This design comes from an exercise in tuning for small area, a short achievable clock period and few clock cycles per item on the open sky130 flow, not from production work.
Only simulation tests tie the RTL to the original design; equivalence was not proved.

==> design/flow/design.v <==
package blowfish_pkg;
  localparam int unsigned NUM_ROUNDS = 16;
  localparam int unsigned KEY_WORDS  = 14;
  localparam logic [18*32-1:0] P_ARRAY = {
    32'h243f6a88, 32'h85a308d3, 32'h13198a2e, 32'h03707344,
    32'ha4093822, 32'h299f31d0, 32'h082efa98, 32'hec4e6c89,
    32'h452821e6, 32'h38d01377, 32'hbe5466cf, 32'h34e90c6c,
    32'hc0ac29b7, 32'hc97c50dd, 32'h3f84d5b5, 32'hb5470917,
    32'h9216d5d9, 32'h8979fb1b
  };
endpackage
module feistel (
  input  logic [31:0] x,
  output logic [31:0] f
);
  function automatic logic [31:0] hi1(input logic [3:0] n);
    logic [15:0] tt [32];
    tt[0] = 16'h0000;
    tt[1] = 16'h0000;
    tt[2] = 16'h0000;
    tt[3] = 16'h0000;
    tt[4] = 16'haaaa;
    tt[5] = 16'hcccc;
    tt[6] = 16'hf0f0;
    tt[7] = 16'hff00;
    tt[8] = 16'haaaa;
    tt[9] = 16'h6666;
    tt[10] = 16'hb4b4;
    tt[11] = 16'h6d92;
    tt[12] = 16'he38e;
    tt[13] = 16'h4ad4;
    tt[14] = 16'h7318;
    tt[15] = 16'h294a;
    tt[16] = 16'h18c6;
    tt[17] = 16'hf83e;
    tt[18] = 16'h07fe;
    tt[19] = 16'h5554;
    tt[20] = 16'h3332;
    tt[21] = 16'h0f0e;
    tt[22] = 16'h00fe;
    tt[23] = 16'h5554;
    tt[24] = 16'h3332;
    tt[25] = 16'h0f0e;
    tt[26] = 16'haa54;
    tt[27] = 16'h3398;
    tt[28] = 16'hc3e0;
    tt[29] = 16'h56aa;
    tt[30] = 16'hce66;
    tt[31] = 16'h3e1e;
    for (int k = 0; k < 32; k++) hi1[k] = tt[k][n];
  endfunction
  function automatic logic [31:0] lo1(input logic [3:0] n);
    logic [15:0] tt [32];
    tt[0] = 16'haaaa;
    tt[1] = 16'hcccc;
    tt[2] = 16'hf0f0;
    tt[3] = 16'hff00;
    tt[4] = 16'haaaa;
    tt[5] = 16'h6666;
    tt[6] = 16'hb4b4;
    tt[7] = 16'h6d92;
    tt[8] = 16'he38e;
    tt[9] = 16'h4ad4;
    tt[10] = 16'h7318;
    tt[11] = 16'h294a;
    tt[12] = 16'h18c6;
    tt[13] = 16'hf83e;
    tt[14] = 16'h07fe;
    tt[15] = 16'h5554;
    tt[16] = 16'h3332;
    tt[17] = 16'h0f0e;
    tt[18] = 16'h00fe;
    tt[19] = 16'h5554;
    tt[20] = 16'h3332;
    tt[21] = 16'h0f0e;
    tt[22] = 16'haa54;
    tt[23] = 16'h3398;
    tt[24] = 16'hc3e0;
    tt[25] = 16'h56aa;
    tt[26] = 16'hce66;
    tt[27] = 16'h3e1e;
    tt[28] = 16'h01fe;
    tt[29] = 16'h5554;
    tt[30] = 16'h9998;
    tt[31] = 16'h4b4a;
    for (int k = 0; k < 32; k++) lo1[k] = tt[k][n];
  endfunction
  function automatic logic [31:0] hi2(input logic [3:0] n);
    logic [15:0] tt [32];
    tt[0] = 16'h0000;
    tt[1] = 16'h0000;
    tt[2] = 16'h0000;
    tt[3] = 16'h0000;
    tt[4] = 16'haaaa;
    tt[5] = 16'h6666;
    tt[6] = 16'hb4b4;
    tt[7] = 16'h6d92;
    tt[8] = 16'h4924;
    tt[9] = 16'h2492;
    tt[10] = 16'he38e;
    tt[11] = 16'h4ad4;
    tt[12] = 16'h7318;
    tt[13] = 16'h294a;
    tt[14] = 16'hb26c;
    tt[15] = 16'h96da;
    tt[16] = 16'hdb6c;
    tt[17] = 16'h1c70;
    tt[18] = 16'hb52a;
    tt[19] = 16'h8ce6;
    tt[20] = 16'h7c1e;
    tt[21] = 16'h03fe;
    tt[22] = 16'h5554;
    tt[23] = 16'h3332;
    tt[24] = 16'ha5a4;
    tt[25] = 16'h6c92;
    tt[26] = 16'he38e;
    tt[27] = 16'he07e;
    tt[28] = 16'h1ffe;
    tt[29] = 16'h5554;
    tt[30] = 16'h3332;
    tt[31] = 16'ha5a4;
    for (int k = 0; k < 32; k++) hi2[k] = tt[k][n];
  endfunction
  function automatic logic [31:0] lo2(input logic [3:0] n);
    logic [15:0] tt [32];
    tt[0] = 16'haaaa;
    tt[1] = 16'h6666;
    tt[2] = 16'hb4b4;
    tt[3] = 16'h6d92;
    tt[4] = 16'h4924;
    tt[5] = 16'h2492;
    tt[6] = 16'he38e;
    tt[7] = 16'h4ad4;
    tt[8] = 16'h7318;
    tt[9] = 16'h294a;
    tt[10] = 16'hb26c;
    tt[11] = 16'h96da;
    tt[12] = 16'hdb6c;
    tt[13] = 16'h1c70;
    tt[14] = 16'hb52a;
    tt[15] = 16'h8ce6;
    tt[16] = 16'h7c1e;
    tt[17] = 16'h03fe;
    tt[18] = 16'h5554;
    tt[19] = 16'h3332;
    tt[20] = 16'ha5a4;
    tt[21] = 16'h6c92;
    tt[22] = 16'he38e;
    tt[23] = 16'he07e;
    tt[24] = 16'h1ffe;
    tt[25] = 16'h5554;
    tt[26] = 16'h3332;
    tt[27] = 16'ha5a4;
    tt[28] = 16'hc638;
    tt[29] = 16'h07c0;
    tt[30] = 16'hf800;
    tt[31] = 16'haaaa;
    for (int k = 0; k < 32; k++) lo2[k] = tt[k][n];
  endfunction
  function automatic logic [31:0] hi3(input logic [3:0] n);
    logic [15:0] tt [32];
    tt[0] = 16'h0000;
    tt[1] = 16'h0000;
    tt[2] = 16'h0000;
    tt[3] = 16'h0000;
    tt[4] = 16'haaaa;
    tt[5] = 16'hcccc;
    tt[6] = 16'h5a5a;
    tt[7] = 16'h936c;
    tt[8] = 16'hb6da;
    tt[9] = 16'h71c6;
    tt[10] = 16'h5a94;
    tt[11] = 16'h6318;
    tt[12] = 16'h83e0;
    tt[13] = 16'h56aa;
    tt[14] = 16'hce66;
    tt[15] = 16'h3e1e;
    tt[16] = 16'hab54;
    tt[17] = 16'h9932;
    tt[18] = 16'h2da4;
    tt[19] = 16'h6492;
    tt[20] = 16'h4924;
    tt[21] = 16'h2492;
    tt[22] = 16'h4924;
    tt[23] = 16'h8e38;
    tt[24] = 16'ha56a;
    tt[25] = 16'h9ce6;
    tt[26] = 16'hd6b4;
    tt[27] = 16'h4d92;
    tt[28] = 16'h6924;
    tt[29] = 16'h2492;
    tt[30] = 16'h4924;
    tt[31] = 16'h8e38;
    for (int k = 0; k < 32; k++) hi3[k] = tt[k][n];
  endfunction
  function automatic logic [31:0] lo3(input logic [3:0] n);
    logic [15:0] tt [32];
    tt[0] = 16'haaaa;
    tt[1] = 16'hcccc;
    tt[2] = 16'h5a5a;
    tt[3] = 16'h936c;
    tt[4] = 16'hb6da;
    tt[5] = 16'h71c6;
    tt[6] = 16'h5a94;
    tt[7] = 16'h6318;
    tt[8] = 16'h83e0;
    tt[9] = 16'h56aa;
    tt[10] = 16'hce66;
    tt[11] = 16'h3e1e;
    tt[12] = 16'hab54;
    tt[13] = 16'h9932;
    tt[14] = 16'h2da4;
    tt[15] = 16'h6492;
    tt[16] = 16'h4924;
    tt[17] = 16'h2492;
    tt[18] = 16'h4924;
    tt[19] = 16'h8e38;
    tt[20] = 16'ha56a;
    tt[21] = 16'h9ce6;
    tt[22] = 16'hd6b4;
    tt[23] = 16'h4d92;
    tt[24] = 16'h6924;
    tt[25] = 16'h2492;
    tt[26] = 16'h4924;
    tt[27] = 16'h8e38;
    tt[28] = 16'h0fc0;
    tt[29] = 16'hf000;
    tt[30] = 16'haaaa;
    tt[31] = 16'h6666;
    for (int k = 0; k < 32; k++) lo3[k] = tt[k][n];
  endfunction
  function automatic logic [31:0] hi4(input logic [3:0] n);
    logic [15:0] tt [32];
    tt[0] = 16'h0000;
    tt[1] = 16'h0000;
    tt[2] = 16'h0000;
    tt[3] = 16'h0000;
    tt[4] = 16'haaaa;
    tt[5] = 16'h6666;
    tt[6] = 16'h1e1e;
    tt[7] = 16'h01fe;
    tt[8] = 16'h5554;
    tt[9] = 16'h3332;
    tt[10] = 16'ha5a4;
    tt[11] = 16'hc638;
    tt[12] = 16'had6a;
    tt[13] = 16'h9ce6;
    tt[14] = 16'hd6b4;
    tt[15] = 16'h4d92;
    tt[16] = 16'h6924;
    tt[17] = 16'h2492;
    tt[18] = 16'he38e;
    tt[19] = 16'he07e;
    tt[20] = 16'hb554;
    tt[21] = 16'h3998;
    tt[22] = 16'h6b4a;
    tt[23] = 16'hb26c;
    tt[24] = 16'h96da;
    tt[25] = 16'hdb6c;
    tt[26] = 16'hb6da;
    tt[27] = 16'h71c6;
    tt[28] = 16'hf03e;
    tt[29] = 16'h0ffe;
    tt[30] = 16'hfffe;
    tt[31] = 16'h5554;
    for (int k = 0; k < 32; k++) hi4[k] = tt[k][n];
  endfunction
  function automatic logic [31:0] lo4(input logic [3:0] n);
    logic [15:0] tt [32];
    tt[0] = 16'haaaa;
    tt[1] = 16'h6666;
    tt[2] = 16'h1e1e;
    tt[3] = 16'h01fe;
    tt[4] = 16'h5554;
    tt[5] = 16'h3332;
    tt[6] = 16'ha5a4;
    tt[7] = 16'hc638;
    tt[8] = 16'had6a;
    tt[9] = 16'h9ce6;
    tt[10] = 16'hd6b4;
    tt[11] = 16'h4d92;
    tt[12] = 16'h6924;
    tt[13] = 16'h2492;
    tt[14] = 16'he38e;
    tt[15] = 16'he07e;
    tt[16] = 16'hb554;
    tt[17] = 16'h3998;
    tt[18] = 16'h6b4a;
    tt[19] = 16'hb26c;
    tt[20] = 16'h96da;
    tt[21] = 16'hdb6c;
    tt[22] = 16'hb6da;
    tt[23] = 16'h71c6;
    tt[24] = 16'hf03e;
    tt[25] = 16'h0ffe;
    tt[26] = 16'hfffe;
    tt[27] = 16'h5554;
    tt[28] = 16'h9998;
    tt[29] = 16'h4b4a;
    tt[30] = 16'h926c;
    tt[31] = 16'h1c70;
    for (int k = 0; k < 32; k++) lo4[k] = tt[k][n];
  endfunction
  logic [31:0] s1, s2, s3, s4;
  assign s1 = (hi1(x[31:28]) + lo1(x[27:24])) ^ 32'h7f4a7c15;
  assign s2 = (hi2(x[23:20]) + lo2(x[19:16])) ^ 32'h165667b1;
  assign s3 = (hi3(x[15:12]) + lo3(x[11:8])) ^ 32'hd3a2646c;
  assign s4 = (hi4(x[7:4]) + lo4(x[3:0])) ^ 32'hfd7046c5;
  assign f = ((s1 + s2) ^ s3) + s4;
endmodule
module blowfish_dec_iter (
  input  logic         clk,
  input  logic         rst_n,
  input  logic         in_valid,
  output logic         in_ready,
  input  logic [63:0]  ct,
  input  logic [448:0] key,
  output logic         out_valid,
  input  logic         out_ready,
  output logic [63:0]  pt
);
  function automatic logic [31:0] kw(input logic [447:0] k, input int n);
    kw = k[32*(14-n) +: 32];
  endfunction
  function automatic logic [31:0] pc(input int n);
    pc = blowfish_pkg::P_ARRAY[32*(18-n) +: 32];
  endfunction
  function automatic logic [31:0] pr(input logic [3:0] r);
    pr = 32'd0;
    for (int i = 0; i < 16; i++) begin
      if (r == 4'(i)) pr = pc(16 - i);
    end
  endfunction
  logic        busy_q, ld_q, out_valid_q;
  logic [3:0]  cnt_q, sc_q;
  logic [31:0] t_q, u_q;
  logic [31:0] ring_q [14];
  logic [63:0] pt_q;
  logic        last, fire, stall, accept, busy_d, out_valid_d;
  logic [31:0] f, t_n, u_n;
  logic        unused_key_msb;
  assign unused_key_msb = key[448];
  assign last   = busy_q && (cnt_q == 4'd15);
  assign fire   = last && (sc_q == 4'd0) && !out_valid_q;
  assign stall  = last && !fire;
  assign accept = in_valid && ld_q;
  feistel u_feistel (
    .x (t_q),
    .f (f)
  );
  assign t_n = u_q ^ f;
  assign u_n = t_q ^ ring_q[0] ^ pr(cnt_q);
  assign busy_d      = accept || (busy_q && !fire);
  assign out_valid_d = fire || (out_valid_q && !out_ready);
  always_ff @(posedge clk) begin
    if (!rst_n) begin
      busy_q      <= 1'b0;
      out_valid_q <= 1'b0;
      ld_q        <= 1'b0;
      cnt_q       <= 4'd0;
      sc_q        <= 4'd0;
    end else begin
      busy_q      <= busy_d;
      out_valid_q <= out_valid_d;
      ld_q        <= (!busy_d || (busy_q && cnt_q == 4'd14)) && !out_valid_d;
      cnt_q       <= !busy_q ? 4'd0 : stall ? cnt_q : cnt_q + 4'd1;
      sc_q        <= !stall ? 4'd0 : (sc_q == 4'd13) ? 4'd0 : sc_q + 4'd1;
    end
  end
  always_ff @(posedge clk) begin
    if (ld_q) begin
      t_q <= ct[63:32] ^ kw(key[447:0], 4) ^ pc(18);
      u_q <= ct[31:0]  ^ kw(key[447:0], 3) ^ pc(17);
      for (int i = 0; i < 14; i++) ring_q[i] <= kw(key[447:0], ((15 - i) % 14) + 1);
    end else begin
      if (!stall) begin
        t_q <= t_n;
        u_q <= u_n;
      end
      for (int i = 0; i < 14; i++) ring_q[i] <= ring_q[(i + 1) % 14];
    end
  end
  always_ff @(posedge clk) begin
    if (fire) pt_q <= {u_n, t_n};
  end
  assign in_ready  = ld_q;
  assign out_valid = out_valid_q;
  assign pt        = pt_q;
endmodule
==> design/flow/run.sh <==
#!/bin/bash
# synth_recipe.tcl (not shown) runs the flow's synth.tcl, then flattens the netlist and writes it again
# the make line also repeats each setting of config.mk as NAME=value (left out here)
make -C /OpenROAD-flow-scripts/flow DESIGN_CONFIG=/design/flow/config.mk WORK_HOME=/design/flow/orfs CLKGATE_MAP_FILE= SYNTH_SCRIPT=/design/flow/synth_recipe.tcl finish
==> design/flow/config.mk <==
export PLATFORM = sky130hd
export DESIGN_NAME = blowfish_dec_iter
export DESIGN_NICKNAME = blowfish_dec_iter
export VERILOG_FILES = /design/flow/design.v
export SDC_FILE = /design/flow/constraint.sdc
export NUM_CORES = 4
export LEC_CHECK = 0
export CAP_MARGIN = 20
export CORE_MARGIN = 2
export CORE_UTILIZATION = 40
export SLEW_MARGIN = 20
==> design/flow/constraint.sdc <==
create_clock -name core_clock -period 12.5 [get_ports {clk}]
set_input_delay 2.5000 -clock core_clock [delete_from_list [all_inputs] [get_ports {clk}]]
set_output_delay 2.5000 -clock core_clock [all_outputs]
set_load 0.01 [all_outputs]
==> results of run 1 <==
## state kept, by name, indices dropped and copies added (netlist names)
signal / cells
busy_q: 1
u_q: 32
t_q: 32
pt_q: 64
out_valid_q: 1
sc_q: 4
ring_q: 448
cnt_q: 4
ld_q: 1
## kinds of logic (layout without fill, tap and decap cells)
kind of cell             Yosys count  after routing  share of synthesized area, %
AO/OA/AOI/OAI                    837            837                          15.3
XOR/XNOR                         361            361                          9.39
adder cells (fa/ha/maj)          250            250                          9.34
buffers and inverters            258            823                          2.86
flip-flops                       587            587                          38.4
multiplexers                     472            472                          15.8
other                              0             11                             0
AND/OR/NAND/NOR                  649            649                          8.93
## stage by stage
stage | hold WS (ps)
finish | 424
global route | 445
CTS | 429
detailed placement | 440
global placement | 437
floorplan | 434
## cell type report
| type | instances | share of cell area [%] |
|---|---|---|
| repair buffers | 608 | 14.0 |
| inverters | 97 | 0.846 |
| multi-input cells | 2569 | 46.4 |
| flip-flops and latches | 587 | 30.3 |
| clock buffers | 98 | 4.50 |
| well taps | 1134 | 3.30 |
| diodes | 11 | 0.0639 |
| clock inverters | 20 | 0.564 |
## worst paths after layout
check,from,endpoint,depth (start not counted)
max,t_q[17],t_q[31],30
min,ring_q[9][15],ring_q[8][15],1
max reg2reg,t_q[17],t_q[31],30
min reg2reg,ring_q[9][15],ring_q[8][15],1
## placed cells by master (no fill, tap or decap), types with 26 or more instances in the layout
cell type | netlist | routed
a211oi_1 | 26 | 26
a21o_1 | 93 | 93
a21oi_1 | 271 | 271
a31oi_1 | 26 | 26
clkbuf_16 | 0 | 69
clkdlybuf4s50_1 | 0 | 581
dfxtp_1 | 459 | 458
edfxtp_1 | 128 | 128
ha_1 | 244 | 244
inv_1 | 90 | 89
mux2_2 | 455 | 455
nand2_1 | 183 | 182
nand2b_1 | 49 | 49
nand3_1 | 40 | 40
nor2_1 | 202 | 202
nor2b_1 | 38 | 38
nor3_1 | 38 | 38
o21a_1 | 29 | 29
o21ai_0 | 214 | 214
xnor2_1 | 243 | 243
xor2_1 | 116 | 116
## routing by layer
metal | vias to the layer above | part of all wire [%]
met4 | 28 | 2.9
li1 | 13277 | -
met1 | 12687 | 42
met2 | 872 | 47
met3 | 168 | 7.4
met5 | - | 0.16
==> results.json, run 1 <==
{
  "status": "complete, no violations",
  "yosysWarnings": 11,
  "fin_cells": 5124,
  "netlist_instances": 3414,
  "yosysMostFrequentCell": "dfxtp_1",
  "clk-insertion-delay-late_ps": 640,
  "cp_max_fo": 12,
  "max_stage_delay_ps": 750,
  "placed_cell_area_um2": 40800,
  "synthArstFlopShare_pct": 0,
  "ctsResizeCount": 0,
  "critical_path_class": "register to register",
  "cts_sinks": 587,
  "dr.pass1.iters": 6,
  "start_util_pct": 40.5,
  "synth_top_area_cell": "dfxtp_1",
  "place_congestion": 0.940,
  "grt_util_all_layers_pct": 26.3,
  "fin_nets": 4696,
  "postLayoutCellArea_um2": 43100,
  "arrival_ps": 9280,
  "period_needed_ps": 8910,
  "ios": 583,
  "path_buf_inv": 1,
  "top_usage_layer": "met2",
  "fillCellCount": 7902,
  "place_ws_ps": 3640,
  "register_area_um2": 13000,
  "clockBufferDepth": 3,
  "cts_root_buf": "clkbuf_16",
  "area_delta_synth_final_pct": 26.7,
  "worstPathRequired_ps": 12870,
  "portBuffers": 581,
  "grt_pass1_vias": 25973,
  "drc": 0,
  "syn_nets": 4181,
  "layout-drive-gt1-share_pct": 15.4,
  "drt-vias-per-instance": 5.28,
  "timing.fmax_ghz": 0.112,
  "h-tree-depth": 3,
  "die-area_um2": 87300,
  "post-route-util_pct": 51.4,
  "hold_viol_final": 0,
  "grt-ovfl-total": 0,
  "synth_edf_count": 128,
  "synth-seq-cells": 587,
  "finalClockSkew_ps": 43.0,
  "post_cts_buffers": 0,
  "ff2ff_setup_slack_ps": 3590,
  "grt_first_pass_wirelength_mm": 169,
  "multi_input_area_um2": 20000,
  "slew_headroom_pct": 28.9,
  "setup-violations-final": 0,
  "die_w_um": 295,
  "core-area_um2": 83800,
  "ys_dominant_reg_cell": "dfxtp_1",
  "ant_nets": 0,
  "use_met1_pct": 33.7,
  "start_kind": "register",
  "grt_max_degree": 192,
  "routed_wirelength_mm": 118,
  "drt_first_iter_violations": 2155,
  "rsz0062_at_grt": "false",
  "use_met2_pct": 43.5,
  "gr-usage-met3_pct": 6.54,
  "synth_top_cell_area_share_pct": 27.0,
  "ctsHoldBuffers": 0,
  "setup_tns_ps": 0,
  "yosys-top-cells-count": "dfxtp_1 (459), mux2_2 (455), a21oi_1 (271), ha_1 (244), xnor2_1 (243)",
  "fp.dieH_um": 295,
  "antenna_found_initial": 31,
  "place_inst": 4994,
  "syn_area_um2": 34000,
  "crit_path_top_delay_cell": "edfxtp_1",
  "synth_cell_type_count": 84,
  "place_hpwl_mm": 95.0,
  "finalCritPeriodShare_pct": 71.3,
  "worst_slew_pin_slew_ps": 1070,
  "rows": 106,
  "wl_per_cell_um": 23.0,
  "path_common_cell": "ha_1",
  "cts_buffers": 66,
  "worst_slack_ps": 3590,
  "cp-end-kind": "register",
  "cts_tree": "yes",
  "critical-path-top-delay-family": "compound AO/OA/AOI/OAI gates",
  "finalMaxSlewViolations": 0,
  "ys_seq_area_share_pct": 38.4,
  "synth_area_leaders": "dfxtp_1 (27%), mux2_2 (15%), edfxtp_1 (11%), ha_1 (9.0%), xnor2_1 (6.3%)",
  "max-cap-violations": 0,
  "vias": 27032,
  "syn_avg_cell_area_um2": 9.95,
  "min_path_type": "register to register",
  "clk_pin_slew_worst_paths_ps": 70
}
Testbench counts, summed over its fixed seeds: cycles 5,144, items 320.
==> run 2, diff against run 1 <==
--- a/design/flow/design.v
+++ b/design/flow/design.v
@@ -9,9 +9,12 @@
     32'h9216d5d9, 32'h8979fb1b
   };
 endpackage
-module feistel (
+module feistel_sbox (
   input  logic [31:0] x,
-  output logic [31:0] f
+  output logic [31:0] s1,
+  output logic [31:0] s2,
+  output logic [31:0] s3,
+  output logic [31:0] s4
 );
   function automatic logic [31:0] hi1(input logic [3:0] n);
     logic [15:0] tt [32];
@@ -301,11 +304,18 @@
     tt[31] = 16'h1c70;
     for (int k = 0; k < 32; k++) lo4[k] = tt[k][n];
   endfunction
-  logic [31:0] s1, s2, s3, s4;
   assign s1 = (hi1(x[31:28]) + lo1(x[27:24])) ^ 32'h7f4a7c15;
   assign s2 = (hi2(x[23:20]) + lo2(x[19:16])) ^ 32'h165667b1;
   assign s3 = (hi3(x[15:12]) + lo3(x[11:8])) ^ 32'hd3a2646c;
   assign s4 = (hi4(x[7:4]) + lo4(x[3:0])) ^ 32'hfd7046c5;
+endmodule
+module feistel_mix (
+  input  logic [31:0] s1,
+  input  logic [31:0] s2,
+  input  logic [31:0] s3,
+  input  logic [31:0] s4,
+  output logic [31:0] f
+);
   assign f = ((s1 + s2) ^ s3) + s4;
 endmodule
 module blowfish_dec_iter (
@@ -331,57 +341,94 @@
       if (r == 4'(i)) pr = pc(16 - i);
     end
   endfunction
-  logic        busy_q, ld_q, out_valid_q;
-  logic [3:0]  cnt_q, sc_q;
-  logic [31:0] t_q, u_q;
-  logic [31:0] ring_q [14];
+  logic [31:0] t1_q, u1_q;
+  logic        v1_q, d1_q, f1_q, q1_q;
+  logic [3:0]  c1_q;
+  logic [31:0] s1_q, s2_q, s3_q, s4_q, up2_q, tp2_q;
+  logic        v2_q, d2_q, f2_q, q2_q;
+  logic [3:0]  c2_q;
+  logic [31:0] ring_q [28];
   logic [63:0] pt_q;
-  logic        last, fire, stall, accept, busy_d, out_valid_d;
-  logic [31:0] f, t_n, u_n;
+  logic        out_valid_q, ld_q, acc_seq_q, head_seq_q;
+  logic [31:0] par, sb1, sb2, sb3, sb4, f, tn;
+  logic        fin2, cand, leave, head_seq_d, out_valid_d;
   logic        unused_key_msb;
   assign unused_key_msb = key[448];
-  assign last   = busy_q && (cnt_q == 4'd15);
-  assign fire   = last && (sc_q == 4'd0) && !out_valid_q;
-  assign stall  = last && !fire;
-  assign accept = in_valid && ld_q;
-  feistel u_feistel (
-    .x (t_q),
-    .f (f)
+  assign par = ring_q[0] ^ pr(c1_q);
+  feistel_sbox u_sbox (
+    .x  (t1_q),
+    .s1 (sb1),
+    .s2 (sb2),
+    .s3 (sb3),
+    .s4 (sb4)
   );
-  assign t_n = u_q ^ f;
-  assign u_n = t_q ^ ring_q[0] ^ pr(cnt_q);
-  assign busy_d      = accept || (busy_q && !fire);
-  assign out_valid_d = fire || (out_valid_q && !out_ready);
+  always_ff @(posedge clk) begin
+    s1_q  <= sb1;
+    s2_q  <= sb2;
+    s3_q  <= sb3;
+    s4_q  <= sb4;
+    up2_q <= u1_q;
+    tp2_q <= t1_q ^ (d1_q ? 32'd0 : par);
+    c2_q  <= c1_q;
+    d2_q  <= d1_q;
+    f2_q  <= f1_q;
+    q2_q  <= q1_q;
+  end
+  feistel_mix u_mix (
+    .s1 (s1_q),
+    .s2 (s2_q),
+    .s3 (s3_q),
+    .s4 (s4_q),
+    .f  (f)
+  );
+  assign tn   = d2_q ? up2_q : (up2_q ^ f);
+  assign fin2 = !d2_q && (c2_q == 4'd15);
+  assign cand = v2_q && (fin2 || (d2_q && f2_q)) && (q2_q == head_seq_q);
+  assign leave = cand && (!out_valid_q || out_ready);
+  assign head_seq_d  = head_seq_q ^ leave;
+  assign out_valid_d = leave || (out_valid_q && !out_ready);
+  always_ff @(posedge clk) begin
+    if (ld_q) begin
+      t1_q <= ct[63:32] ^ kw(key[447:0], 4) ^ pc(18);
+      u1_q <= ct[31:0]  ^ kw(key[447:0], 3) ^ pc(17);
+      c1_q <= 4'd0;
+      d1_q <= 1'b0;
+      f1_q <= 1'b0;
+      q1_q <= acc_seq_q;
+    end else begin
+      t1_q <= tn;
+      u1_q <= tp2_q;
+      c1_q <= c2_q + 4'd1;
+      d1_q <= d2_q || fin2;
+      f1_q <= d2_q && !f2_q;
+      q1_q <= q2_q;
+    end
+  end
   always_ff @(posedge clk) begin
     if (!rst_n) begin
-      busy_q      <= 1'b0;
+      v1_q        <= 1'b0;
+      v2_q        <= 1'b0;
       out_valid_q <= 1'b0;
       ld_q        <= 1'b0;
-      cnt_q       <= 4'd0;
-      sc_q        <= 4'd0;
+      acc_seq_q   <= 1'b0;
+      head_seq_q  <= 1'b0;
     end else begin
-      busy_q      <= busy_d;
+      v1_q        <= ld_q ? in_valid : (v2_q && !leave);
+      v2_q        <= v1_q;
       out_valid_q <= out_valid_d;
-      ld_q        <= (!busy_d || (busy_q && cnt_q == 4'd14)) && !out_valid_d;
-      cnt_q       <= !busy_q ? 4'd0 : stall ? cnt_q : cnt_q + 4'd1;
-      sc_q        <= !stall ? 4'd0 : (sc_q == 4'd13) ? 4'd0 : sc_q + 4'd1;
+      acc_seq_q   <= acc_seq_q ^ (ld_q && in_valid);
+      head_seq_q  <= head_seq_d;
+      ld_q        <= !v1_q || (!d1_q && (c1_q == 4'd15) && (q1_q == head_seq_d) && !out_valid_d);
     end
   end
   always_ff @(posedge clk) begin
-    if (ld_q) begin
-      t_q <= ct[63:32] ^ kw(key[447:0], 4) ^ pc(18);
-      u_q <= ct[31:0]  ^ kw(key[447:0], 3) ^ pc(17);
-      for (int i = 0; i < 14; i++) ring_q[i] <= kw(key[447:0], ((15 - i) % 14) + 1);
-    end else begin
-      if (!stall) begin
-        t_q <= t_n;
-        u_q <= u_n;
-      end
-      for (int i = 0; i < 14; i++) ring_q[i] <= ring_q[(i + 1) % 14];
-    end
+    if (leave) pt_q <= {tp2_q, tn};
   end
   always_ff @(posedge clk) begin
-    if (fire) pt_q <= {u_n, t_n};
+    for (int i = 0; i < 28; i++) begin
+      if (i % 2 == 0 && ld_q) ring_q[i] <= kw(key[447:0], ((15 - i / 2) % 14) + 1);
+      else                    ring_q[i] <= ring_q[(i + 1) % 28];
+    end
   end
   assign in_ready  = ld_q;
   assign out_valid = out_valid_q;
==> results.json, run 2 <==
{
  "die_w_um": 345,
  "antenna_found_initial": 50,
  "largest_reg_flops": 896,
  "cp_max_fo": 7,
  "top_regs": "ring_q: 896 flops, pt_q: 64 flops",
  "synth_top_area_cell": "dfxtp_1",
  "core-area_um2": 116000,
  "drc": 0,
  "rows": 125,
  "yosys-top-cells-count": "dfxtp_1 (1172), mux2_2 (478), a21oi_1 (253), nor2_1 (251), ha_1 (232)",
  "ios": 583,
  "hold_viol_final": 0,
  "cts_buffers": 130,
  "slew_headroom_pct": 30.0,
  "die-area_um2": 119000,
  "cp-end-kind": "register",
  "mostFrequentLayoutCell": "dfxtp_1",
  "cts_tree": "yes",
  "drt-vias-per-instance": 4.91,
  "synth_edf_count": 64,
  "layout-drive-gt1-share_pct": 15.3,
  "setup_tns_ps": 0,
  "finalMaxSlewViolations": 0,
  "ctsHoldBuffers": 0,
  "syn_area_um2": 46600,
  "status": "complete, no violations",
  "grt_util_all_layers_pct": 21.8,
  "cts_root_buf": "clkbuf_16",
  "grt-ovfl-total": 0,
  "syn_nets": 4893,
  "clockBufferDepth": 3,
  "synth_cell_type_count": 88,
  "ys_seq_area_share_pct": 54.5,
  "ctsResizeCount": 0,
  "arrival_ps": 6460,
  "rsz0062_at_grt": "false",
  "grt_pass1_vias": 30582,
  "syn_avg_cell_area_um2": 11.3,
  "clk-insertion-delay-late_ps": 740,
  "synth-seq-cells": 1236,
  "period_needed_ps": 5860,
  "final_cell_mix": "dfxtp_1 (1171), clkdlybuf4s50_1 (581), mux2_2 (478), a21oi_1 (253), nor2_1 (251)",
  "regMostFlops": "ring_q",
  "h-tree-depth": 4,
  "hold_depth": 0,
  "portBuffers": 581,
  "worstPathRequired_ps": 13100,
  "drt_first_iter_violations": 1903,
  "critical_path_class": "register to register",
  "grt_first_pass_wirelength_mm": 194,
  "start_kind": "register",
  "netlist_instances": 4138,
  "synth_area_leaders": "dfxtp_1 (50%), mux2_2 (12%), ha_1 (6.2%), xnor2_1 (4.2%), edfxtp_1 (4.1%)",
  "routed_wirelength_mm": 133,
  "yosysMostFrequentCell": "dfxtp_1",
  "place_hpwl_mm": 103,
  "vias": 31173,
  "area_delta_synth_final_pct": 25.2,
  "grt_max_degree": 160,
  "worst_slew_pin_slew_ps": 1050,
  "yosysWarnings": 11,
  "min_path_type": "register to register",
  "cts_sinks": 1236,
  "fin_nets": 5464,
  "wl_per_cell_um": 20.9,
  "finalCritPeriodShare_pct": 46.9,
  "setup-violations-final": 0,
  "ys_dominant_reg_cell": "dfxtp_1",
  "ant_nets": 0,
  "rr_worst_depth": 23,
  "place_congestion": 0.916,
  "max-cap-violations": 0,
  "synth_top_cell_area_share_pct": 50.4,
  "synthArstFlopShare_pct": 0,
  "post_cts_buffers": 0,
  "timing.fmax_ghz": 0.171,
  "finalClockSkew_ps": 54.3,
  "fp.dieH_um": 345,
  "clk_pin_slew_worst_paths_ps": 60,
  "dr.pass1.iters": 5,
  "start_util_pct": 40.2
}
==> run 2: path summary, 6_finish.rpt <==
| check | endpoint | startpoint | slack [ps] |
|---|---|---|---|
| setup reg to reg | t1_q[26] | s1_q[0] | 6640 |
| hold / removal | up2_q[21] | u1_q[21] | 280 |
| setup / recovery | t1_q[26] | s1_q[0] | 6640 |
| hold reg to reg | up2_q[21] | u1_q[21] | 280 |
==> run 2: routing by layer <==
metal / routed length, µm / up-vias / track usage (%)
met3: 10100 / 240 / 7.14
met4: 4270 / 60 / 7.81
met1: 56200 / 14490 / 26.8
met5: 363 / - / 0
li1: - / 15543 / -
met2: 61800 / 840 / 35.6
==> run 2: area by class of cell <==
| type | count | area [µm²] |
|---|---|---|
| multi-input combinational | 2638 | 20200 |
| tap | 1524 | 1910 |
| clock inverter | 39 | 553 |
| sequential | 1236 | 25400 |
| inverter | 102 | 383 |
| antenna | 15 | 37.5 |
| clock buffer | 195 | 3810 |
| fill | 10464 | 57600 |
| timing repair buffer | 601 | 6000 |
==> run 2: logic make-up after synthesis <==
kind of cell / count (synthesis) / synth area share, %
DFF: 1236 / 54.5
xor gates and xnor gates: 355 / 6.68
muxes: 502 / 12.2
buffers and inverters: 264 / 2.13
and+or+nand+nor: 742 / 7.43
AOI/OAI and AO/OA: 801 / 10.6
adders and majority gates: 238 / 6.49
==> run 2: metrics by stage <==
stage	setup slack [ps]	std cells	hold slack (ps)	utilization (%)	instance area, µm²
final	6640	6350	283	50.3	58300
after global routing	6210	6343	289	50.3	58300
after CTS	6620	6335	268	50.3	58300
after detailed placement	6660	6101	312	46.5	53900
after global placement	6720	6100	310	46.5	53900
after floorplan	6430	4138	310	-	46600
==> run 2: critical path, cell delays in order (launching register included) <==
cell and delay (ps):
dfxtp_1 310, ha_1 190, inv_1 60, fa_1 400
nor2b_1 140, o21ai_1 100, a21oi_1 270, o31a_1 330
a21o_1 160, a21oi_1 90, o21ai_1 220, a21o_1 140
a21oi_1 70, xnor2_1 380, ha_1 340, nand3_2 140
or2_4 270, nor2_1 350, a211oi_1 190, nor3_1 320
nor4_1 80, nor3_1 700, xor2_1 180, mux2_2 310
Testbench counts of run 2, summed over its fixed seeds: cycles 5,168, items 320.
==> run 3, diff against run 2 <==
--- a/design/flow/design.v
+++ b/design/flow/design.v
@@ -11,10 +11,12 @@
 endpackage
 module feistel_sbox (
   input  logic [31:0] x,
-  output logic [31:0] s1,
-  output logic [31:0] s2,
-  output logic [31:0] s3,
-  output logic [31:0] s4
+  output logic [15:0] s1h,
+  output logic [15:0] s2h,
+  output logic [15:0] s3h,
+  output logic [31:0] s4,
+  output logic [15:0] zl,
+  output logic        cl
 );
   function automatic logic [31:0] hi1(input logic [3:0] n);
     logic [15:0] tt [32];
@@ -304,19 +306,35 @@
     tt[31] = 16'h1c70;
     for (int k = 0; k < 32; k++) lo4[k] = tt[k][n];
   endfunction
-  assign s1 = (hi1(x[31:28]) + lo1(x[27:24])) ^ 32'h7f4a7c15;
-  assign s2 = (hi2(x[23:20]) + lo2(x[19:16])) ^ 32'h165667b1;
-  assign s3 = (hi3(x[15:12]) + lo3(x[11:8])) ^ 32'hd3a2646c;
-  assign s4 = (hi4(x[7:4]) + lo4(x[3:0])) ^ 32'hfd7046c5;
+  logic [31:0] s1_w;
+  assign s1_w = (hi1(x[31:28]) + lo1(x[27:24])) ^ 32'h7f4a7c15;
+  logic [31:0] s2_w;
+  assign s2_w = (hi2(x[23:20]) + lo2(x[19:16])) ^ 32'h165667b1;
+  logic [31:0] s3_w;
+  assign s3_w = (hi3(x[15:12]) + lo3(x[11:8])) ^ 32'hd3a2646c;
+  logic [31:0] s4_w;
+  assign s4_w = (hi4(x[7:4]) + lo4(x[3:0])) ^ 32'hfd7046c5;
+  logic [16:0] ql;
+  assign ql  = {1'b0, s1_w[15:0]} + {1'b0, s2_w[15:0]};
+  assign zl  = ql[15:0] ^ s3_w[15:0];
+  assign cl  = ql[16];
+  assign s1h = s1_w[31:16];
+  assign s2h = s2_w[31:16];
+  assign s3h = s3_w[31:16];
+  assign s4  = s4_w;
 endmodule
 module feistel_mix (
-  input  logic [31:0] s1,
-  input  logic [31:0] s2,
-  input  logic [31:0] s3,
+  input  logic [15:0] s1h,
+  input  logic [15:0] s2h,
+  input  logic [15:0] s3h,
   input  logic [31:0] s4,
+  input  logic [15:0] zl,
+  input  logic        cl,
   output logic [31:0] f
 );
-  assign f = ((s1 + s2) ^ s3) + s4;
+  logic [15:0] zh;
+  assign zh = (s1h + s2h + 16'(cl)) ^ s3h;
+  assign f  = {zh, zl} + s4;
 endmodule
 module blowfish_dec_iter (
   input  logic         clk,
@@ -344,29 +362,40 @@
   logic [31:0] t1_q, u1_q;
   logic        v1_q, d1_q, f1_q, q1_q;
   logic [3:0]  c1_q;
-  logic [31:0] s1_q, s2_q, s3_q, s4_q, up2_q, tp2_q;
+  localparam int FLo = 16;
+  logic [31-FLo:0] s1h_q, s2h_q, s3h_q;
+  logic [FLo-1:0]  zl_q;
+  logic            cl_q;
+  logic [31:0]     s4_q, up2_q, tp2_q;
   logic        v2_q, d2_q, f2_q, q2_q;
   logic [3:0]  c2_q;
   logic [31:0] ring_q [28];
   logic [63:0] pt_q;
   logic        out_valid_q, ld_q, acc_seq_q, head_seq_q;
-  logic [31:0] par, sb1, sb2, sb3, sb4, f, tn;
+  logic [31-FLo:0] sb1h, sb2h, sb3h;
+  logic [FLo-1:0]  sbzl;
+  logic            sbcl;
+  logic [31:0]     par, sb4, f, tn;
   logic        fin2, cand, leave, head_seq_d, out_valid_d;
   logic        unused_key_msb;
   assign unused_key_msb = key[448];
   assign par = ring_q[0] ^ pr(c1_q);
   feistel_sbox u_sbox (
-    .x  (t1_q),
-    .s1 (sb1),
-    .s2 (sb2),
-    .s3 (sb3),
-    .s4 (sb4)
+    .x   (t1_q),
+    .s1h (sb1h),
+    .s2h (sb2h),
+    .s3h (sb3h),
+    .s4  (sb4),
+    .zl  (sbzl),
+    .cl  (sbcl)
   );
   always_ff @(posedge clk) begin
-    s1_q  <= sb1;
-    s2_q  <= sb2;
-    s3_q  <= sb3;
+    s1h_q <= sb1h;
+    s2h_q <= sb2h;
+    s3h_q <= sb3h;
     s4_q  <= sb4;
+    zl_q  <= sbzl;
+    cl_q  <= sbcl;
     up2_q <= u1_q;
     tp2_q <= t1_q ^ (d1_q ? 32'd0 : par);
     c2_q  <= c1_q;
@@ -375,11 +404,13 @@
     q2_q  <= q1_q;
   end
   feistel_mix u_mix (
-    .s1 (s1_q),
-    .s2 (s2_q),
-    .s3 (s3_q),
-    .s4 (s4_q),
-    .f  (f)
+    .s1h (s1h_q),
+    .s2h (s2h_q),
+    .s3h (s3h_q),
+    .s4  (s4_q),
+    .zl  (zl_q),
+    .cl  (cl_q),
+    .f   (f)
   );
   assign tn   = d2_q ? up2_q : (up2_q ^ f);
   assign fin2 = !d2_q && (c2_q == 4'd15);
==> results.json, run 3 <==
{
  "status": "complete, no violations",
  "path_common_cell": "o21ai_0",
  "area_delta_synth_final_pct": 24.6,
  "critical_path_class": "register to register",
  "ys_seq_area_share_pct": 53.8,
  "placed_cell_area_um2": 53300,
  "finalCritPeriodShare_pct": 41.0,
  "critical-path-top-delay-family": "compound AO/OA/AOI/OAI gates",
  "synth_cell_type_count": 83,
  "max-cap-violations": 0,
  "drt_first_iter_violations": 1864,
  "cp-end-kind": "register",
  "worstPathRequired_ps": 13060,
  "timing.fmax_ghz": 0.195,
  "synth_edf_count": 64,
  "cts_sinks": 1205,
  "yosysWarnings": 11,
  "grt_first_pass_wirelength_mm": 195,
  "h-tree-depth": 3,
  "syn_area_um2": 46000,
  "cts_buffers": 118,
  "setup_tns_ps": 0,
  "syn_nets": 4866,
  "place_hpwl_mm": 106,
  "post_cts_buffers": 0,
  "grt_util_all_layers_pct": 22.3,
  "post-route-util_pct": 50.2,
  "arrival_ps": 5690,
  "grt-ovfl-total": 0,
  "ctsHoldBuffers": 0,
  "slew_headroom_pct": 30.7,
  "synth_top_cell_area_share_pct": 49.6,
  "clk_pin_slew_worst_paths_ps": 60,
  "postLayoutCellArea_um2": 57400,
  "synthArstFlopShare_pct": 0,
  "drc": 0,
  "synth-seq-cells": 1205,
  "cts_root_buf": "clkbuf_16",
  "synth_area_leaders": "dfxtp_1 (50%), mux2_2 (12%), ha_1 (6.4%), edfxtp_1 (4.2%), xnor2_1 (4.1%)",
  "wl_per_cell_um": 21.3,
  "antenna_found_initial": 70,
  "grt_pass1_vias": 31129,
  "portBuffers": 581,
  "drt-vias-per-instance": 5.03,
  "rsz0062_at_grt": "false",
  "cts_tree": "yes",
  "fin_nets": 5438,
  "path_buf_inv": 2,
  "worst_slew_pin_slew_ps": 1040,
  "place_congestion": 0.913,
  "ios": 583,
  "finalClockSkew_ps": 35.3,
  "min_path_type": "register to register",
  "rows": 124,
  "ys_dominant_reg_cell": "dfxtp_1",
  "mostFrequentLayoutCell": "dfxtp_1",
  "final_cell_mix": "dfxtp_1 (1139), clkdlybuf4s50_1 (581), mux2_2 (481), a21oi_1 (251), nor2_1 (244)",
  "top_regs": "ring_q: 896 flops, pt_q: 64 flops",
  "dr.pass1.iters": 5,
  "synth_top_area_cell": "dfxtp_1",
  "die_w_um": 343,
  "die-area_um2": 118000,
  "clockBufferDepth": 3,
  "ant_nets": 0,
  "yosysMostFrequentCell": "dfxtp_1",
  "layout-drive-gt1-share_pct": 15.3,
  "clk-insertion-delay-late_ps": 710,
  "start_util_pct": 40.3,
  "largest_reg_flops": 896,
  "syn_avg_cell_area_um2": 11.2,
  "period_needed_ps": 5130,
  "vias": 31653,
  "start_kind": "register",
  "netlist_instances": 4104,
  "max_stage_delay_ps": 650,
  "regMostFlops": "ring_q",
  "grt_max_degree": 74,
  "setup-violations-final": 0,
  "finalMaxSlewViolations": 0,
  "fp.dieH_um": 343,
  "crit_path_top_delay_cell": "ha_1",
  "routed_wirelength_mm": 134,
  "hold_viol_final": 0,
  "cp_max_fo": 11,
  "yosys-top-cells-count": "dfxtp_1 (1141), mux2_2 (481), a21oi_1 (251), nor2_1 (244), ha_1 (237)",
  "path_cells": "inv_1 > ha_1 > nor2_1 > a21oi_1 > nand2_1 > o21ai_0 > ha_1 > inv_1 > fa_1 > nor2b_1 > o21ai_0 > o221ai_1 > nand2_1 > o211a_1 > nor4_1 > o21ai_0 > mux2i_1 > a2111oi_0",
  "ctsResizeCount": 0,
  "core-area_um2": 114000
}
==> run 3: cells by family after synthesis <==
logic type      share of synthesized area, %
compound gates                          10.7
xor+xnor                                6.45
fa+ha+maj                               6.79
buf+inv                                 2.17
flops                                   53.8
mux                                     12.4
simple gates                            7.78
==> run 3: area by class of cell <==
type,instances,area [µm²]
Antenna cell,14,35.0
Clock buffer,178,3430
Clock inverter,38,522
Fill cell,10309,56800
Inverter,111,417
Multi-Input combinational cell,2636,20300
Sequential cell,1205,24800
Tap cell,1512,1890
Timing Repair Buffer,604,6000
==> run 3: final timing paths <==
check / slack [ps] / start / endpoint / cells past startpoint
worst max-delay path: 7370 / t1_q[9] / s3h_q[12] / 18
worst min-delay path: 300 / u1_q[20] / up2_q[20] / 0
worst max register to register: 7370 / t1_q[9] / s3h_q[12] / 18
worst min register to register: 300 / u1_q[20] / up2_q[20] / 0
==> run 3: layer usage <==
layer  vias up  share of wire [%]  routed length, µm  GRT usage (%)
met4        90                2.8               3820           6.99
met2       830                 47              63200           37.1
met1     14946                 42              55900           27.3
li1      15521                  -                  -              -
met5         -               0.44                586              0
met3       266                7.9              10600           7.27
==> run 3: stage by stage <==
step | worst slack [ps] | hold WS, ps | instances
after floorplan | 6430 | 310 | 4104
after global placement | 7390 | 310 | 6067
after detailed placement | 7360 | 312 | 6067
after CTS | 7330 | 306 | 6283
after global routing | 6780 | 310 | 6291
final | 7370 | 304 | 6298
Testbench counts of run 3, summed over its fixed seeds: cycles 5,168, items 320.
==> run 4, diff against run 3 <==
==> design/flow/config.mk (replaced) <==
export PLATFORM = sky130hd
export DESIGN_NAME = blowfish_dec_iter
export DESIGN_NICKNAME = blowfish_dec_iter
export VERILOG_FILES = /design/flow/design.v
export SDC_FILE = /design/flow/constraint.sdc
export NUM_CORES = 4
export LEC_CHECK = 0
export CAP_MARGIN = 0
export CORE_MARGIN = 2
export CORE_UTILIZATION = 60
export CTS_BUF_LIST = sky130_fd_sc_hd__clkbuf_8
export SLEW_MARGIN = 0
==> results.json, run 4 <==
{
  "status": "complete, no violations",
  "final_cell_mix": "dfxtp_1 (1140), clkdlybuf4s50_1 (581), mux2_2 (481), a21oi_1 (251), nor2_1 (244)",
  "vias": 32173,
  "fin_nets": 5494,
  "hold_viol_final": 0,
  "core-area_um2": 75900,
  "fillCellCount": 5210,
  "finalCritPeriodShare_pct": 42.2,
  "fin_cells": 5938,
  "critical_path_class": "register to register",
  "path_depth": 18,
  "multi_input_area_um2": 20300,
  "cts_root_buf": "clkbuf_8",
  "cp-end-kind": "register",
  "syn_area_um2": 46000,
  "path_cells": "inv_1 > ha_1 > nor2_1 > a21oi_1 > nand2_1 > o21ai_0 > ha_1 > inv_1 > fa_1 > nor2b_1 > o21ai_0 > o221ai_1 > nand2_1 > o211a_1 > nor4_1 > o21ai_0 > mux2i_1 > a2111oi_0",
  "drt-vias-per-instance": 5.42,
  "synth_top_cell_area_share_pct": 49.6,
  "cp_max_fo": 11,
  "slew_headroom_pct": 19.4,
  "ys_dominant_reg_cell": "dfxtp_1",
  "arrival_ps": 5940,
  "place_congestion": 0.959,
  "synth_edf_count": 64,
  "dr.pass1.iters": 6,
  "start_util_pct": 60.6,
  "synth_area_leaders": "dfxtp_1 (50%), mux2_2 (12%), ha_1 (6.4%), edfxtp_1 (4.2%), xnor2_1 (4.1%)",
  "routed_wirelength_mm": 131,
  "yosysMostFrequentCell": "dfxtp_1",
  "whs_ps": 267,
  "grt_max_degree": 169,
  "syn_nets": 4866,
  "critical-path-top-delay-family": "compound AO/OA/AOI/OAI gates",
  "cts_buffers": 177,
  "postLayoutCellArea_um2": 56600,
  "clockBufferDepth": 3,
  "placed_cell_area_um2": 52700,
  "fp.dieH_um": 281,
  "h-tree-depth": 4,
  "worst_slew_pin_slew_ps": 1190,
  "clk-insertion-delay-late_ps": 880,
  "clk_pin_slew_worst_paths_ps": 60,
  "mostFrequentLayoutCell": "dfxtp_1",
  "wl_per_cell_um": 22.0,
  "timing.fmax_ghz": 0.190,
  "synth-seq-cells": 1205,
  "ios": 583,
  "portBuffers": 581,
  "ys_seq_area_share_pct": 53.8,
  "setup_tns_ps": 0,
  "grt_util_all_layers_pct": 32.5,
  "ant_nets": 0,
  "place_hpwl_mm": 100,
  "regMostFlops": "ring_q",
  "max-cap-violations": 0,
  "rr_worst_depth": 18,
  "ctsResizeCount": 0,
  "worstPathRequired_ps": 13160,
  "finalMaxSlewViolations": 0,
  "path_common_cell": "o21ai_0",
  "synth_top_area_cell": "dfxtp_1",
  "syn_avg_cell_area_um2": 11.2,
  "path_buf_inv": 2,
  "rows": 101,
  "max_stage_delay_ps": 650,
  "layout-drive-gt1-share_pct": 16.5,
  "die_w_um": 281,
  "grt_first_pass_wirelength_mm": 190,
  "drt_first_iter_violations": 2446,
  "crit_path_top_delay_cell": "dfxtp_1",
  "die-area_um2": 79000,
  "grt_pass1_vias": 31488,
  "finalClockSkew_ps": 78.2,
  "area_delta_synth_final_pct": 23.0,
  "rsz0062_at_grt": "false",
  "period_needed_ps": 5270,
  "drc": 0,
  "post_cts_buffers": 0,
  "synthArstFlopShare_pct": 0,
  "largest_reg_flops": 896,
  "cts_sinks": 1205,
  "grt-ovfl-total": 0,
  "yosys-top-cells-count": "dfxtp_1 (1141), mux2_2 (481), a21oi_1 (251), nor2_1 (244), ha_1 (237)",
  "yosysWarnings": 11,
  "register_area_um2": 24800,
  "hold_depth": 0,
  "setup-violations-final": 0,
  "synth_cell_type_count": 83,
  "netlist_instances": 4104,
  "antenna_found_initial": 51,
  "top_regs": "ring_q: 896 flops, pt_q: 64 flops",
  "min_path_type": "register to register",
  "cts_tree": "yes",
  "start_kind": "register",
  "place_inst": 5583,
  "ctsHoldBuffers": 0
}
[run 4: cell counts after synthesis]
No cell type changed its count.
[run 4: final timing paths]
kind / to / slack (ps) / start
max: s3h_q[12] / 7230 / t1_q[8]
min: ring_q[5][8] / 270 / ring_q[6][8]
max reg2reg: s3h_q[12] / 7230 / t1_q[8]
min reg2reg: ring_q[5][8] / 270 / ring_q[6][8]
[run 4: kinds of logic after synthesis]
kind of cell / Yosys count / synth area share (%)
AO/OA/AOI/OAI: 792 / 10.7
XOR/XNOR: 339 / 6.45
adder cells (fa/ha/maj): 245 / 6.79
buffers and inverters: 263 / 2.17
flip-flops: 1205 / 53.8
multiplexers: 503 / 12.4
AND/OR/NAND/NOR: 757 / 7.78
[run 4: per-layer routing]
metal  GRT usage [%]  routed length (µm)  vias up
met2            54.6               63700     1004
met5               0                 333        -
li1                -                   -    15701
met1            39.2               52500    15171
met4            13.5                4640       50
met3            9.19                9650      247
[run 4: stage by stage]
step           worst slack, ps  utilization (%)
2_1_floorplan             6430                -
3_3_place_gp              7380             69.4
3_5_place_dp              7360             69.4
4_1_cts                   7340             74.5
5_1_grt                   6820             74.5
6_report                  7230             74.6
[run 4: layout make-up]
| cell class | instances | share of cell area, % |
|---|---|---|
| antenna | 28 | 0.124 |
| clock buffer | 219 | 5.32 |
| clock inverter | 108 | 1.44 |
| inverter | 111 | 0.736 |
| multi-input combinational | 2636 | 35.8 |
| sequential | 1205 | 43.7 |
| tap | 1030 | 2.28 |
| timing repair buffer | 601 | 10.6 |
==> run 5, diff against run 4 <==
==> design/flow/flow/run.sh (new file) <==
#!/bin/bash
# The standard layout, with two changes to how it is made: the port buffers are the smallest
# buffer (buf_1) and timing repair aims for more setup slack than the clock period needs.
# make's full output goes to standard.log; each ORFS step logs under orfs/logs/.
set -euo pipefail
bash standard.sh \
  "BUFFER_PORTS_ARGS=-buffer_cell sky130_fd_sc_hd__buf_1" \
  "SETUP_SLACK_MARGIN=${FLOW_SETUP_MARGIN:-8}" \
  finish > standard.log 2>&1
==> design/flow/standard.sh (new file) <==
#!/bin/bash
# synth_recipe.tcl (not shown) runs the flow's synth.tcl, then flattens the netlist and writes it again
# the make line also repeats each setting of config.mk as NAME=value (left out here)
make -C /OpenROAD-flow-scripts/flow DESIGN_CONFIG=/design/flow/config.mk WORK_HOME=/design/flow/orfs CLKGATE_MAP_FILE= SYNTH_SCRIPT=/design/flow/synth_recipe.tcl "${@:-finish}"
removed: design/flow/run.sh
==> results.json, run 5 <==
{
  "period_needed_ps": 4330,
  "area_delta_synth_final_pct": 17.1,
  "drt-vias-per-instance": 5.38,
  "timing.fmax_ghz": 0.231,
  "hold_viol_final": 0,
  "yosysMostFrequentCell": "dfxtp_1",
  "clk_pin_slew_worst_paths_ps": 60,
  "ys_seq_area_share_pct": 53.8,
  "clockBufferDepth": 3,
  "worstHoldEndpoint": "ring_q[25][8]",
  "syn_area_um2": 46000,
  "layout-drive-gt1-share_pct": 19.0,
  "syn_nets": 4866,
  "ctsHoldBuffers": 0,
  "ff2ff_setup_slack_ps": 8170,
  "hold_depth": 0,
  "synth-seq-cells": 1205,
  "cts_tree": "yes",
  "die_w_um": 281,
  "slew_headroom_pct": 21.1,
  "grt_max_degree": 87,
  "start_util_pct": 60.6,
  "synth_top_family_by_area": "multiplexers",
  "syn_avg_cell_area_um2": 11.2,
  "place_hpwl_mm": 98.5,
  "path_cells": "fa_2 > inv_1 > fa_2 > nor2b_1 > o21ai_2 > a21boi_2 > o21ai_2 > a21boi_2 > o21a_1 > nor2_1 > xnor2_1 > ha_2 > inv_2 > o21bai_1 > a21oi_2 > nand2b_1 > a2111o_1 > a31o_2 > a31oi_4 > a21oi_1 > nor3_2",
  "synth_cell_type_count": 83,
  "status": "complete, no violations",
  "netlist_instances": 4104,
  "rows": 101,
  "die-area_um2": 79000,
  "setup-violations-final": 0,
  "min_path_type": "register to register",
  "ios": 583,
  "rsz0062_at_grt": "true",
  "finalMaxSlewViolations": 0,
  "worstReg2RegStart": "s1h_q[0]",
  "dr.pass1.iters": 5,
  "place_ws_ps": 7560,
  "crit_path_top_delay_cell": "fa_2",
  "max_stage_delay_ps": 420,
  "synth_adder_area_share_pct": 6.79,
  "drt_first_iter_violations": 2188,
  "fp.dieH_um": 281,
  "start_kind": "register",
  "grt_first_pass_wirelength_mm": 187,
  "arrival_ps": 4970,
  "cts_buffers": 180,
  "cts_root_buf": "clkbuf_8",
  "synth_top_cell_area_share_pct": 49.6,
  "synth_edf_count": 64,
  "critical_path_class": "register to register",
  "clk-insertion-delay-late_ps": 860,
  "top_regs": "ring_q: 896 flops, pt_q: 64 flops",
  "synthArstFlopShare_pct": 0,
  "setup_tns_ps": 0,
  "mostFrequentLayoutCell": "dfxtp_1",
  "whs_ps": 285,
  "synth_mux_area_share_pct": 12.4,
  "worst_slack_ps": 8170,
  "synth_top_area_cell": "dfxtp_1",
  "reg2reg_to": "pt_q[30]",
  "drc": 0,
  "core-area_um2": 75900,
  "synth_xor_area_share_pct": 6.45,
  "yosysWarnings": 11,
  "cp_max_fo": 6,
  "final_cell_mix": "dfxtp_1 (1119), buf_1 (581), mux2_2 (481), a21oi_1 (248), nor2_1 (244)",
  "ant_nets": 0,
  "ys_dominant_reg_cell": "dfxtp_1",
  "cp-end-kind": "register",
  "portBuffers": 581,
  "grt_util_all_layers_pct": 32.0,
  "regMostFlops": "ring_q",
  "max-cap-violations": 0,
  "worstPathRequired_ps": 13140,
  "h-tree-depth": 4,
  "antenna_found_initial": 57,
  "worst_slew_pin_slew_ps": 1170,
  "wl_per_cell_um": 21.6,
  "synth-compound-area-share_pct": 10.7,
  "fillCellCount": 5641,
  "min_from": "ring_q[26][8]",
  "fin_nets": 5533,
  "rr_worst_depth": 21,
  "largest_reg_flops": 896,
  "synthSimpleGateAreaFrac_pct": 7.78,
  "finalClockSkew_ps": 58.8,
  "routed_wirelength_mm": 129,
  "cts_sinks": 1205,
  "finalCritPeriodShare_pct": 34.7,
  "vias": 32121,
  "synth_area_leaders": "dfxtp_1 (50%), mux2_2 (12%), ha_1 (6.4%), edfxtp_1 (4.2%), xnor2_1 (4.1%)",
  "multi_input_area_um2": 20500,
  "grt_pass1_vias": 30831,
  "register_area_um2": 24800,
  "place_congestion": 0.965,
  "grt-ovfl-total": 0,
  "yosys-top-cells-count": "dfxtp_1 (1141), mux2_2 (481), a21oi_1 (251), nor2_1 (244), ha_1 (237)"
}
-- run 5: cell counts after synthesis --
No cell type changed its count.
-- run 5: final cells by class --
type / count / area share [%]
antenna: 27 / 0.125
clock buffer: 226 / 5.77
clock inverter: 102 / 1.93
inverter: 111 / 0.854
multi-input combinational: 2636 / 38.1
sequential: 1205 / 46.0
tap: 1030 / 2.39
timing repair buffer: 637 / 4.84
-- run 5: worst max path at each step --
stage | start | to | slack (ps) | cells after the start
3_3_place_gp | t1_q[8] | s3h_q[12] | 7520 | 16
6_report | s1h_q[0] | pt_q[30] | 8170 | 21
2_1_floorplan | t1_q[16] | cl_q | 8350 | 19
4_1_cts | t1_q[17] | cl_q | 7990 | 19
3_5_place_dp | t1_q[8] | s3h_q[12] | 7560 | 16
5_1_grt | cl_q | pt_q[30] | 7920 | 21
-- run 5: repair_timing --
item,CTS,global route
pin swaps,1,12
buffers inserted,9,25
resized for setup,34,69
setup endpoints to repair,31,38
-- run 5: layer usage --
metal	vias up	GRT usage, %	wire length, µm
li1	15783	-	-
met1	15055	40.0	54200
met2	988	52.4	61600
met3	251	8.90	8850
met4	44	12.3	4260
met5	-	0	276
-- run 5: per-stage QoR --
step / std cells / utilization (%) / area, µm²
detailed placement: 5585 / 64.7 / 49100
finish: 5974 / 71.0 / 53900
global placement: 5585 / 64.7 / 49100
global route: 5964 / 71.0 / 53900
CTS: 5922 / 70.4 / 53400
floorplan: 4104 / - / 46000
-- run 5: critical path: cells and delay by family (launching register included) --
| kind | cells | cell delay [ps] |
|---|---|---|
| compound gates | 11 | 1970 |
| fa+ha+maj | 3 | 970 |
| simple gates | 4 | 580 |
| flops | 1 | 330 |
| buf+inv | 2 | 170 |
| xor+xnor | 1 | 150 |
-- run 5: cells by family after synthesis --
logic type / after synthesis
muxes: 503
buffers and inverters: 263
DFF: 1205
adders and majority gates: 245
and+or+nand+nor: 757
AOI/OAI and AO/OA: 792
xor gates and xnor gates: 339
==> run 6, diff against run 5 <==
--- a/design/flow/flow/run.sh
+++ b/design/flow/flow/run.sh
@@ -5,5 +5,5 @@
 set -euo pipefail
 bash standard.sh \
   "BUFFER_PORTS_ARGS=-buffer_cell sky130_fd_sc_hd__buf_1" \
-  "SETUP_SLACK_MARGIN=${FLOW_SETUP_MARGIN:-8}" \
+  "SETUP_SLACK_MARGIN=${FLOW_SETUP_MARGIN:-10}" \
   finish > standard.log 2>&1
==> results.json, run 6 <==
{
  "grt_util_all_layers_pct": 35.4,
  "fillCellCount": 4485,
  "setup_tns_ps": 0,
  "ys_dominant_reg_cell": "dfxtp_1",
  "mostFrequentLayoutCell": "dfxtp_1",
  "drc": 0,
  "ios": 583,
  "synth-seq-cells": 1205,
  "ys_seq_area_share_pct": 53.8,
  "syn_nets": 4866,
  "drt_first_iter_violations": 2882,
  "rsz0062_at_grt": "true",
  "start_util_pct": 60.6,
  "synth_top_area_cell": "dfxtp_1",
  "max-cap-violations": 0,
  "period_needed_ps": 4220,
  "syn_avg_cell_area_um2": 11.2,
  "netlist_instances": 4104,
  "final_cell_mix": "dfxtp_1 (1097), buf_1 (514), mux2_4 (450), clkbuf_8 (230), nor2_1 (219)",
  "grt_first_pass_wirelength_mm": 205,
  "synthArstFlopShare_pct": 0,
  "finalClockSkew_ps": 46.3,
  "syn_area_um2": 46000,
  "ctsHoldBuffers": 0,
  "h-tree-depth": 4,
  "place_congestion": 0.959,
  "rr_worst_depth": 19,
  "arrival_ps": 4960,
  "hold_viol_final": 0,
  "rows": 101,
  "timing.fmax_ghz": 0.237,
  "place_hpwl_mm": 102,
  "fin_cells": 6224,
  "fin_nets": 5763,
  "critical_path_class": "register to register",
  "cts_tree": "yes",
  "fp.dieH_um": 281,
  "grt_pass1_vias": 33207,
  "largest_reg_flops": 896,
  "die_w_um": 281,
  "yosysWarnings": 11,
  "cp_max_fo": 7,
  "place_inst": 5580,
  "min_from": "ring_q[24][28]",
  "regMostFlops": "ring_q",
  "cts_sinks": 1205,
  "area_delta_synth_final_pct": 33.0,
  "start_kind": "register",
  "vias": 34497,
  "yosysMostFrequentCell": "dfxtp_1",
  "grt-ovfl-total": 0,
  "wl_per_cell_um": 23.6,
  "synth_edf_count": 64,
  "routed_wirelength_mm": 147,
  "slew_headroom_pct": 30.5,
  "antenna_found_initial": 65,
  "finalMaxSlewViolations": 0,
  "worst_slew_pin_slew_ps": 1040,
  "portBuffers": 581,
  "cp-end-kind": "register",
  "die-area_um2": 79000,
  "status": "complete, no violations",
  "min_path_type": "register to register",
  "hold_depth": 0,
  "worstReg2RegStart": "s1h_q[0]",
  "top_regs": "ring_q: 896 flops, pt_q: 64 flops",
  "synth_area_leaders": "dfxtp_1 (50%), mux2_2 (12%), ha_1 (6.4%), edfxtp_1 (4.2%), xnor2_1 (4.1%)",
  "layout-drive-gt1-share_pct": 32.5,
  "drt-vias-per-instance": 5.54,
  "cts_buffers": 178,
  "clk_pin_slew_worst_paths_ps": 70,
  "synth_cell_type_count": 83,
  "clockBufferDepth": 3,
  "grt_max_degree": 148,
  "crit_start": "s1h_q[0]",
  "finalCritPeriodShare_pct": 33.7,
  "clk-insertion-delay-late_ps": 860,
  "ant_nets": 0,
  "dr.pass1.iters": 6,
  "cts_root_buf": "clkbuf_8",
  "worstPathRequired_ps": 13240,
  "yosys-top-cells-count": "dfxtp_1 (1141), mux2_2 (481), a21oi_1 (251), nor2_1 (244), ha_1 (237)",
  "synth_top_cell_area_share_pct": 49.6,
  "core-area_um2": 75900,
  "setup-violations-final": 0
}
-- run 6: cell counts after synthesis --
No cell type changed its count.
-- run 6: kinds of logic (layout without fill, tap and decap cells) --
family / count (synthesis) / in the layout / synth area share [%]
buffers and inverters: 263 / 1312 / 2.17
AO/OA/AOI/OAI: 792 / 792 / 10.7
XOR/XNOR: 339 / 339 / 6.45
other: 0 / 41 / 0
AND/OR/NAND/NOR: 757 / 757 / 7.78
multiplexers: 503 / 503 / 12.4
flip-flops: 1205 / 1205 / 53.8
adder cells (fa/ha/maj): 245 / 245 / 6.79
-- run 6: path summary, 6_finish.rpt --
| kind | endpoint | slack (ps) |
|---|---|---|
| setup / recovery | t1_q[31] | 8280 |
| hold / removal | ring_q[23][28] | 300 |
| setup reg to reg | t1_q[31] | 8280 |
| hold reg to reg | ring_q[23][28] | 300 |
-- run 6: cell type report --
cell class	count	area [µm²]	area share, %
timing repair buffer	869	5190	8.48
multi-input combinational	2636	25300	41.3
clock inverter	102	758	1.24
antenna	41	103	0.168
sequential	1205	24900	40.7
clock buffer	230	3170	5.17
inverter	111	556	0.908
tap	1030	1290	2.11
-- run 6: routing by layer --
| layer | track usage [%] | up-vias | wire length (µm) |
|---|---|---|---|
| met4 | 16.3 | 42 | 6450 |
| met5 | 0 | - | 283 |
| met2 | 58.2 | 1419 | 71100 |
| met1 | 43.1 | 16458 | 57800 |
| li1 | - | 16218 | - |
| met3 | 9.73 | 360 | 11400 |
-- run 6: worst max-delay path, stage by stage (launching register included) --
cell      delay [ps]
dfxtp_2          330
fa_2             420
inv_2             70
fa_2             190
nor2b_1           50
o21ai_1          150
a21boi_1         100
o21ai_2          170
nand2_1          110
xnor2_2          230
ha_4             280
a21o_1           170
a21o_1           180
a31o_4           230
a31oi_4          160
a211oi_2         110
o211a_1          250
or4_4            500
a21o_1           210
a31oi_2          210
-- run 6: stage by stage --
step	hold slack [ps]	utilization [%]	setup WS [ps]	instance area [µm²]
2_1_floorplan	310	-	8520	48900
3_3_place_gp	310	68.2	7900	51800
3_5_place_dp	312	68.2	7880	51800
4_1_cts	297	78.2	8370	59400
5_1_grt	299	80.6	8130	61200
6_report	299	80.6	8280	61200
-- run 6: what timing repair did --
action	in CTS	in global routing
buffers inserted	189	73
endpoints found under the hold margin	0	0
gates cloned	8	1
setup endpoints to repair	471	420
gates resized for setup	448	265
pin swaps	185	151

## separate check: timing with driven ports
How much do the figures lean on ideal ports? The routed layouts below were timed once more, with nothing changed but the port constraints.
Step 1 sets driving cells, clkbuf_16 on the clock port and buf_2 on the other inputs (assumed; they add their load-dependent delay and slew).
Step 2 also shifts input and output timing later by t, the mid clock arrival at the registers, as if the neighbouring blocks saw the same clock.
Slacks: no drivers / after step 1 / after step 2; pairs: no drivers / after step 1.
run | shift t [ns] | setup WS [ns] | hold slack, ns | cell pins on the clock port's net
run 1 | 0.683 | 3.592 / 3.592 / 3.592 | 0.424 / 0.424 / 0.424 | 1
run 2 | 0.779 | 6.639 / 6.639 / 6.639 | 0.283 / 0.283 / 0.283 | 1
run 3 | 0.765 | 7.371 / 7.371 / 7.371 | 0.304 / 0.304 / 0.304 | 1
run 4 | 0.908 | 7.227 / 7.227 / 7.227 | 0.267 / 0.267 / 0.267 | 1
run 5 | 0.901 | 8.168 / 8.099 / 8.168 | 0.285 / 0.285 / 0.285 | 1
run 6 | 0.912 | 8.284 / 8.284 / 8.284 | 0.299 / 0.299 / 0.299 | 1
After both steps every run listed still meets setup and hold.
